Context: an optimization exercise on an open-source flow, tuned for small area, a short achievable clock period and few clock cycles per item. The choices shown serve that exercise and are no tape-out recipe.
Function was checked by simulation only, so behaviour that the tests miss may differ from the original.
No activity file was given, so power comes from the tool's default toggle rates.

==> module prod_tree, before the edit <==
module prod_tree (
    input  logic [7:0] a,
    input  logic [7:0] b,
    output logic [28:0] np
);
    logic n4, n5, n6, n7, n8, n10, n11, n12, n13, n14, n15, n16, n17, n18, n19, n20, n21, n22, n23, n24, n25, n26, n27, n28, n29, n30, n31, n32, n33, n34, n35, n36, n37, n38, n39, n40, n41, n42, n43, n44, n45, n46, n47, n48, n49, n50, n51, n52, n53, n54, n55, n56, n57, n58, n59, n60, n61, n62, n63, n65, n66, n67, n68, n69, n70, n71, n72, n73, n74, n75, n76, n77, n78, n79, n80, n81, n82, n83, n84, n85, n86, n87, n88, n89, n90, n91, n92, n93, n94, n95, n96, n97, n98, n99, n100, n101, n102, n103, n104, n105, n106, n107, n108, n109, n110, n111, n112, n113, n114, n115, n116, n117, n118, n119, n120, n121, n122, n123, n124;
    assign np[0] = ~(a[0] & b[0]);
    assign np[1] = ~(a[0] & b[1]);
    assign np[3] = ~(a[0] & b[2]);
    assign n4 = ~(a[0] & b[3]);
    assign n5 = ~(a[0] & b[4]);
    assign n6 = ~(a[0] & b[5]);
    assign n7 = ~(a[0] & b[6]);
    assign n8 = ~(a[0] & b[7]);
    assign np[2] = ~(a[1] & b[0]);
    assign n10 = ~(a[1] & b[1]);
    assign n11 = ~(a[1] & b[2]);
    assign n12 = ~(a[1] & b[3]);
    assign n13 = ~(a[1] & b[4]);
    assign n14 = ~(a[1] & b[5]);
    assign n15 = ~(a[1] & b[6]);
    assign n16 = ~(a[1] & b[7]);
    assign n17 = ~(a[2] & b[0]);
    assign n18 = ~(a[2] & b[1]);
    assign n19 = ~(a[2] & b[2]);
    assign n20 = ~(a[2] & b[3]);
    assign n21 = ~(a[2] & b[4]);
    assign n22 = ~(a[2] & b[5]);
    assign n23 = ~(a[2] & b[6]);
    assign n24 = ~(a[2] & b[7]);
    assign n25 = ~(a[3] & b[0]);
    assign n26 = ~(a[3] & b[1]);
    assign n27 = ~(a[3] & b[2]);
    assign n28 = ~(a[3] & b[3]);
    assign n29 = ~(a[3] & b[4]);
    assign n30 = ~(a[3] & b[5]);
    assign n31 = ~(a[3] & b[6]);
    assign n32 = ~(a[3] & b[7]);
    assign n33 = ~(a[4] & b[0]);
    assign n34 = ~(a[4] & b[1]);
    assign n35 = ~(a[4] & b[2]);
    assign n36 = ~(a[4] & b[3]);
    assign n37 = ~(a[4] & b[4]);
    assign n38 = ~(a[4] & b[5]);
    assign n39 = ~(a[4] & b[6]);
    assign n40 = ~(a[4] & b[7]);
    assign n41 = ~(a[5] & b[0]);
    assign n42 = ~(a[5] & b[1]);
    assign n43 = ~(a[5] & b[2]);
    assign n44 = ~(a[5] & b[3]);
    assign n45 = ~(a[5] & b[4]);
    assign n46 = ~(a[5] & b[5]);
    assign n47 = ~(a[5] & b[6]);
    assign n48 = ~(a[5] & b[7]);
    assign n49 = ~(a[6] & b[0]);
    assign n50 = ~(a[6] & b[1]);
    assign n51 = ~(a[6] & b[2]);
    assign n52 = ~(a[6] & b[3]);
    assign n53 = ~(a[6] & b[4]);
    assign n54 = ~(a[6] & b[5]);
    assign n55 = ~(a[6] & b[6]);
    assign n56 = ~(a[6] & b[7]);
    assign n57 = ~(a[7] & b[0]);
    assign n58 = ~(a[7] & b[1]);
    assign n59 = ~(a[7] & b[2]);
    assign n60 = ~(a[7] & b[3]);
    assign n61 = ~(a[7] & b[4]);
    assign n62 = ~(a[7] & b[5]);
    assign n63 = ~(a[7] & b[6]);
    assign np[27] = ~(a[7] & b[7]);
    assign n65 = ~(n14 ^ n21);
    assign n66 = n14 | n21;
    fa u68 (.x(n15), .y(n22), .z(n29), .s(n67), .co(n68));
    assign n69 = ~(n36 ^ n43);
    assign n70 = n36 | n43;
    fa u72 (.x(n16), .y(n23), .z(n30), .s(n71), .co(n72));
    assign n73 = ~(n37 ^ n44);
    assign n74 = n37 | n44;
    fa u76 (.x(n24), .y(n31), .z(n38), .s(n75), .co(n76));
    assign n77 = ~(n12 ^ n19);
    assign n78 = n12 | n19;
    fa u80 (.x(n13), .y(n20), .z(n27), .s(n79), .co(n80));
    assign n81 = ~(n34 ^ n41);
    assign n82 = n34 | n41;
    fa u84 (.x(n28), .y(n35), .z(n42), .s(n83), .co(n84));
    fa u86 (.x(n49), .y(n7), .z(n65), .s(n85), .co(n86));
    fa u88 (.x(n50), .y(n57), .z(n8), .s(n87), .co(n88));
    fa u90 (.x(n66), .y(n69), .z(n67), .s(n89), .co(n90));
    fa u92 (.x(n51), .y(n58), .z(n70), .s(n91), .co(n92));
    fa u94 (.x(n73), .y(n68), .z(n71), .s(n93), .co(n94));
    fa u96 (.x(n45), .y(n52), .z(n59), .s(n95), .co(n96));
    fa u98 (.x(n74), .y(n72), .z(n75), .s(n97), .co(n98));
    fa u100 (.x(n32), .y(n39), .z(n46), .s(n99), .co(n100));
    fa u102 (.x(n53), .y(n60), .z(n76), .s(n101), .co(n102));
    fa u104 (.x(n40), .y(n47), .z(n54), .s(n103), .co(n104));
    assign n105 = ~(n11 ^ n18);
    assign n106 = n11 | n18;
    fa u108 (.x(n26), .y(n33), .z(n5), .s(n107), .co(n108));
    fa u110 (.x(n6), .y(n78), .z(n81), .s(n109), .co(n110));
    fa u112 (.x(n82), .y(n80), .z(n83), .s(n111), .co(n112));
    fa u114 (.x(n84), .y(n87), .z(n86), .s(n113), .co(n114));
    fa u116 (.x(n88), .y(n91), .z(n90), .s(n115), .co(n116));
    fa u118 (.x(n95), .y(n92), .z(n94), .s(n117), .co(n118));
    fa u120 (.x(n96), .y(n99), .z(n101), .s(n119), .co(n120));
    fa u122 (.x(n61), .y(n100), .z(n103), .s(n121), .co(n122));
    fa u124 (.x(n48), .y(n55), .z(n62), .s(n123), .co(n124));
    assign np[4] = ~(n10 ^ n17);
    assign np[5] = n10 | n17;
    fa u128 (.x(n25), .y(n4), .z(n105), .s(np[6]), .co(np[7]));
    fa u130 (.x(n106), .y(n77), .z(n107), .s(np[8]), .co(np[9]));
    fa u132 (.x(n108), .y(n79), .z(n109), .s(np[10]), .co(np[11]));
    fa u134 (.x(n110), .y(n85), .z(n111), .s(np[12]), .co(np[13]));
    fa u136 (.x(n112), .y(n89), .z(n113), .s(np[14]), .co(np[15]));
    fa u138 (.x(n93), .y(n114), .z(n115), .s(np[16]), .co(np[17]));
    fa u140 (.x(n97), .y(n116), .z(n117), .s(np[18]), .co(np[19]));
    fa u142 (.x(n98), .y(n118), .z(n119), .s(np[20]), .co(np[21]));
    fa u144 (.x(n102), .y(n121), .z(n120), .s(np[22]), .co(np[24]));
    fa u146 (.x(n104), .y(n123), .z(n122), .s(np[23]), .co(np[26]));
    fa u148 (.x(n56), .y(n63), .z(n124), .s(np[25]), .co(np[28]));
endmodule
==> flow/config.mk <==
export PLATFORM = sky130hd
export DESIGN_NAME = systolic_array_nxn
export DESIGN_NICKNAME = systolic_array_nxn
export VERILOG_FILES = /design/flow/design.v
export SDC_FILE = /design/flow/constraint.sdc
export NUM_CORES = 4
export LEC_CHECK = 0
export CAP_MARGIN = 20
export CORE_MARGIN = 2
export CORE_UTILIZATION = 40
export SLEW_MARGIN = 20
export SYNTH_HIERARCHICAL = 1
export SYNTH_MINIMUM_KEEP_SIZE = 0
==> flow/constraint.sdc <==
create_clock -name core_clock -period 6.0 [get_ports {clk}]
set_input_delay 1.2000 -clock core_clock [delete_from_list [all_inputs] [get_ports {clk}]]
set_output_delay 1.2000 -clock core_clock [all_outputs]
set_load 0.01 [all_outputs]
standard.sh (not shown) runs the stock make flow with config.mk's settings and CLKGATE_MAP_FILE= SYNTH_SCRIPT=/design/flow/synth_recipe.tcl, a recipe that flattens the netlist after the stock synthesis.
==> flow/flow/run.sh <==
#!/bin/bash
# The standard layout (standard.sh), except for the port buffers: every port
# is buffered with sky130_fd_sc_hd__buf_1 (outputs drive only the 0.01 pF
# load) instead of the cell ORFS picks, and flow/ports.tcl then makes the
# buffers of input ports that fan out to many gates sky130_fd_sc_hd__buf_6.
set -euo pipefail
here=$(pwd)
bash standard.sh "BUFFER_PORTS_ARGS=-buffer_cell sky130_fd_sc_hd__buf_1" "PRE_RESIZE_TCL=$here/flow/ports.tcl" "POST_RESIZE_TCL=$here/flow/ports.tcl" finish > standard_flow.log 2>&1
==> flow/flow/ports.tcl <==
# Run by ORFS just before and just after the resize step (PRE_RESIZE_TCL,
# POST_RESIZE_TCL). The ports were buffered with sky130_fd_sc_hd__buf_1
# (BUFFER_PORTS_ARGS), which global placement may have resized. An input
# port's buffer that drives many gates becomes sky130_fd_sc_hd__buf_6.
set n 0
set block [ord::get_db_block]
foreach bt [$block getBTerms] {
  if {[$bt getIoType] != "INPUT"} { continue }
  set net [$bt getNet]
  if {$net eq "NULL"} { continue }
  foreach it [$net getITerms] {
    set inst [$it getInst]
    set master [[$inst getMaster] getName]
    if {![regexp {^sky130_fd_sc_hd__(clk)?buf_[0-9]+$} $master]} { continue }
    set fanout 0
    foreach out [$inst getITerms] {
      if {[$out isOutputSignal] && [$out getNet] ne "NULL"} {
        set fanout [expr {[llength [[$out getNet] getITerms]] - 1}]
      }
    }
    if {$fanout > 8 && $master ne "sky130_fd_sc_hd__buf_6"} {
      replace_cell [$inst getName] sky130_fd_sc_hd__buf_6
      incr n
    }
  }
}
puts "Made $n input port buffers sky130_fd_sc_hd__buf_6"
Testbench counts at the start, summed over its fixed seeds: cycles 44,891, jobs 3,200.
Next try:
--- a/flow/design.v
+++ b/flow/design.v
@@ -173,18 +173,13 @@
     assign n63 = ~(a[7] & b[6]);
     assign np[27] = ~(a[7] & b[7]);
-    assign n65 = ~(n14 ^ n21);
-    assign n66 = n14 | n21;
+    fa u66 (.x(n14), .y(n21), .z(1'b1), .s(n65), .co(n66));
     fa u68 (.x(n15), .y(n22), .z(n29), .s(n67), .co(n68));
-    assign n69 = ~(n36 ^ n43);
-    assign n70 = n36 | n43;
+    fa u70 (.x(n36), .y(n43), .z(1'b1), .s(n69), .co(n70));
     fa u72 (.x(n16), .y(n23), .z(n30), .s(n71), .co(n72));
-    assign n73 = ~(n37 ^ n44);
-    assign n74 = n37 | n44;
+    fa u74 (.x(n37), .y(n44), .z(1'b1), .s(n73), .co(n74));
     fa u76 (.x(n24), .y(n31), .z(n38), .s(n75), .co(n76));
-    assign n77 = ~(n12 ^ n19);
-    assign n78 = n12 | n19;
+    fa u78 (.x(n12), .y(n19), .z(1'b1), .s(n77), .co(n78));
     fa u80 (.x(n13), .y(n20), .z(n27), .s(n79), .co(n80));
-    assign n81 = ~(n34 ^ n41);
-    assign n82 = n34 | n41;
+    fa u82 (.x(n34), .y(n41), .z(1'b1), .s(n81), .co(n82));
     fa u84 (.x(n28), .y(n35), .z(n42), .s(n83), .co(n84));
     fa u86 (.x(n49), .y(n7), .z(n65), .s(n85), .co(n86));
@@ -198,6 +193,5 @@
     fa u102 (.x(n53), .y(n60), .z(n76), .s(n101), .co(n102));
     fa u104 (.x(n40), .y(n47), .z(n54), .s(n103), .co(n104));
-    assign n105 = ~(n11 ^ n18);
-    assign n106 = n11 | n18;
+    fa u106 (.x(n11), .y(n18), .z(1'b1), .s(n105), .co(n106));
     fa u108 (.x(n26), .y(n33), .z(n5), .s(n107), .co(n108));
     fa u110 (.x(n6), .y(n78), .z(n81), .s(n109), .co(n110));
@@ -209,6 +203,5 @@
     fa u122 (.x(n61), .y(n100), .z(n103), .s(n121), .co(n122));
     fa u124 (.x(n48), .y(n55), .z(n62), .s(n123), .co(n124));
-    assign np[4] = ~(n10 ^ n17);
-    assign np[5] = n10 | n17;
+    fa u126 (.x(n10), .y(n17), .z(1'b1), .s(np[4]), .co(np[5]));
     fa u128 (.x(n25), .y(n4), .z(n105), .s(np[6]), .co(np[7]));
     fa u130 (.x(n106), .y(n77), .z(n107), .s(np[8]), .co(np[9]));
- die area climbs by 4.5%
- worst setup slack gains 240 ps
- via count barely changes
- combinational power rises by 13%
- register-to-register slack gains 150 ps
- hold slack is worse by 25 ps
- cell count drops by 0.46%
- power is higher by 5.4%
Testbench counts after the change, summed over its fixed seeds: cycles 44,891, jobs 3,200.

port drivers added, routing unchanged:
In the flow no input, the clock included, has a driving cell. The finished layouts below were timed again as built, in two steps. Step 1: set_driving_cell puts a clkbuf_16 on clk and a buf_2 on each other input, an assumption about the parent block. Step 2, shift: input delay + t, output delay - t, t = (earliest + latest rising clock arrival at the registers) / 2. This alone moves slack from input paths to output paths. Slacks: no drivers / after step 1 / after step 2; pairs: no drivers / after step 1.
run	t (ns)	setup slack, ns	latest minus earliest clock arrival (ns)	worst data-port slew with drivers (ns)	cell pins on the clock port's net
the first run	0.772	2.432 / 2.478 / 1.707	0.029 / 0.029	0.11	1
the second run	0.781	2.672 / 2.670 / 1.889	0.033 / 0.032	0.14	1
After both steps setup and hold are still met in every run listed. For the second run, which loses most, drivers alone change the setup slack by -0.002 ns; drivers and shift together by -0.783 ns.
